This is an optimization exercise on Yosys and OpenROAD, whose aim is small area, a short achievable clock period and few clock cycles, not a production implementation. No activity file was given, so power comes from the tool's default toggle rates.

==> inputs of branch onyx <==
## ps2_keyboard_to_hid_report
module ps2_keyboard_to_hid_report #(
   parameter int KEY_MAP_BITS = ps2kb_pkg::KEY_MAP_BITS_DEF,
   parameter int REPORT_SLOTS = ps2kb_pkg::REPORT_SLOTS_DEF
) (
   input  wire logic                          clock,
   input  wire logic                          reset,
   input  wire logic                          req_tvalid,
   output logic                               req_tready,
   input  wire logic                          req_tuser,   
   input  wire logic [7:0]                    req_tdata,   
   output logic                               rsp_tvalid,
   input  wire logic                          rsp_tready,
   output logic [ps2kb_pkg::RSP_DATA_W-1:0]   rsp_tdata,
   input  wire logic                          csr_valid,
   output logic                               csr_ready,
   input  wire logic [9:0]                    csr_data     
);
   localparam int NS = 6;   
   localparam logic [127:0] KEYS = 128'h0000003ffffffffffffbfffffffffff2;
   localparam logic [6:0]   KEY_TOP = 7'd101;   
   assign csr_ready = 1'b1;
   logic busy_ff;                       
   logic e_go;                          
   logic do_scan;                       
   logic       a_valid_ff, s_valid_ff, rdy_ff;
   logic [8:0] a_item_ff, s_item_ff;    
   logic       a_take;                  
   logic       acc;
   assign req_tready = rdy_ff;
   assign acc        = req_tvalid && rdy_ff;
   always_ff @(posedge clock) begin
      if (reset) begin
         a_valid_ff <= 1'b0;
         s_valid_ff <= 1'b0;
         rdy_ff     <= 1'b0;
  ...
clock: 8.0 ns
lec_check: 0
abc_clock_period_in_ps: 2500
cap_margin: 20
core_margin: 2
core_utilization: 60
place_density: 0.75
setup_slack_margin: 5.0
slew_margin: 20
run.sh (not shown) runs the stock make flow with config.mk's settings and CLKGATE_MAP_FILE= SYNTH_SCRIPT=/design/flow/synth_recipe.tcl, a recipe that flattens the netlist after the stock synthesis.
==> branch quartz: changes against branch onyx <==
CORE_UTILIZATION = 40   (was 60)
PLACE_DENSITY = 0.6   (was 0.75)
==> key figures <==
Placement
  • DP Area: 0.01470 mm²
  • Placed insts: 1863

Pwr
  • Switching part of the total: 28.27%

Global route
  • First-pass GRT wire length: 64950 µm

Layout
  • Multi-input combinational area share: 42.97%
  • Area delta synth->final: 20.68%

Timing
  • Fmax: 0.3415 GHz

Floorplanning
  • Tap cells: 448

Route
  • Initial drt markers: 1166

Critical path
  • Cells along the critical path: buf_2 > nor2b_4 > nor4_4 > and2_4 > buf_4 > buf_4 > buf_4 > and3_2 > nor4_1 > a221oi_1

Status
  • Outcome: no timing/DRC/antenna violations
The numbers above come from branch quartz.

==> key figures <==
Layout
  • Multi-input combinational area share: 43.96%
  • Area delta synth->final: 18.26%

Global route
  • First-pass GRT wire length: 62220 µm

Route
  • Initial drt markers: 1320

Status
  • Outcome: no timing/DRC/antenna violations

Timing
  • Fmax: 0.3321 GHz

Floorplanning
  • Tap cells: 280

Placement
  • Placed insts: 1694
  • DP Area: 0.01447 mm²

Pwr
  • Switching part of the total: 28.83%
The numbers above come from branch onyx.

No functional check of the RTL was part of any run of this note.


==> inputs of garnet <==
ps2_keyboard_to_hid_report again, from the RTL that the note above started with.
export LEC_CHECK = 0
export CAP_MARGIN = 20
export CORE_MARGIN = 2
export CORE_UTILIZATION = 40
export CTS_BUF_LIST = sky130_fd_sc_hd__clkbuf_8
export CTS_CLUSTER_SIZE = 30
export PLACE_DENSITY = 0.6
export SETUP_SLACK_MARGIN = 5.0
export SLEW_MARGIN = 20
create_clock -name core_clock -period 8.0 [get_ports {clock}]
==> amber (differences from garnet) <==
--- a/flow/design.v
+++ b/flow/design.v
@@ -408,11 +408,11 @@
    assign m_member = (e_wr && m_key_ff == km) ? !m_brk_ff : map_ff[km];
    always_ff @(posedge clock) begin
       if (reset) begin
          m_valid_ff <= 1'b0;
       end else if (busy_ff) begin
-         m_valid_ff <= rem_ff[6:0] != 7'd0;
+         m_valid_ff <= rem_ff[6:0] != 7'd0 && !scan_end;
       end else if (m_load) begin
          m_valid_ff <= b_valid_ff;
       end else if (e_go) begin
          m_valid_ff <= 1'b0;
       end
@@ -448,11 +448,11 @@
    assign k        = m_key_ff;
    assign is_mod   = !m_tick_ff && k[6:3] == 4'b1101;
    assign is_key   = !m_tick_ff && k[6:3] != 4'b1101 && k != 7'd0;
    assign e_wr     = e_go && is_key;
    assign chg      = m_member_ff == m_brk_ff;   
-   assign scan_end = busy_ff && m_valid_ff && k == 7'd1;
+   assign scan_end = busy_ff && m_valid_ff && m_member_ff && slot_ff[NS-2] != 7'd0;
    function automatic logic less(input logic [6:0] a, input logic [6:0] b);
       logic r;
       r = 1'b0;
       for (int i = 0; i < 7; i++) begin
          r = (!a[i] && b[i]) || (!(a[i] ^ b[i]) && r);
==> flow/config.mk (replaced) <==
export PLATFORM = sky130hd
export DESIGN_NAME = ps2_keyboard_to_hid_report
export DESIGN_NICKNAME = ps2_keyboard_to_hid_report
export VERILOG_FILES = /design/flow/design.v
export SDC_FILE = /design/flow/constraint.sdc
export NUM_CORES = 4
export LEC_CHECK = 0
export CAP_MARGIN = 20
export CORE_MARGIN = 2
export CORE_UTILIZATION = 30
export PLACE_DENSITY = 0.5
export SETUP_SLACK_MARGIN = 5.0
export SLEW_MARGIN = 20
==> notes <==
- garnet went through all stages and came out clean. amber ran to the end with no violations.
- In amber the non-clock buffer count is higher than in garnet, by 3.
- Of garnet and amber, garnet has the higher via count (gap 1.3%, measured against amber).
- In garnet the worst setup slack is lower than in amber, by 15 ps.
- Clock-buffer cell count: amber is lower than garnet (4).
- Of amber and garnet, garnet has the higher core utilization (gap 12 points).
- In sequential power, amber and garnet hardly differ.
- In sequential cell count, garnet and amber do not differ.
- Against garnet, the power of amber is larger by 5.6%.
- Against amber, the critical path depth of garnet is higher by 8.
No run of this note included a check of the RTL's function; only the layout flow was run.

## what the ideal ports hide
How much do the figures lean on ideal ports? The routed layouts below were timed once more, with nothing changed but the port constraints. Step 1 (the two cells are an assumption about what drives the block):
set clk [get_ports {clock}]
set_driving_cell -lib_cell sky130_fd_sc_hd__clkbuf_16 $clk
set_driving_cell -lib_cell sky130_fd_sc_hd__buf_2 [delete_from_list [all_inputs] $clk]
Step 2 also shifts input and output timing later by t, the mid clock arrival at the registers, as if the neighbouring blocks saw the same clock. Three values: ideal ports, drivers, drivers and shift; two values: the first two.
| run | shift t [ns] | setup slack, ns | hold WS [ns] | worst register clock-pin slew, ns | pins driven straight from the clock port |
|---|---|---|---|---|---|
| branch onyx | 0.568 | 4.989 / 4.989 / 4.467 | 0.421 / 0.421 / 0.421 | 0.07 / 0.07 | 1 |
| branch quartz | 0.580 | 5.072 / 5.048 / 4.523 | 0.418 / 0.418 / 0.418 | 0.06 / 0.06 | 1 |
| garnet | 0.582 | 5.012 / 5.037 / 4.459 | 0.420 / 0.420 / 0.420 | 0.06 / 0.06 | 1 |
| amber | 0.614 | 5.027 / 4.975 / 4.493 | 0.447 / 0.447 / 0.447 | 0.06 / 0.06 | 1 |
After both steps every run listed still meets setup and hold. The setup slack of garnet, which loses most, moves by +0.025 ns with the drivers and by -0.553 ns with both steps.
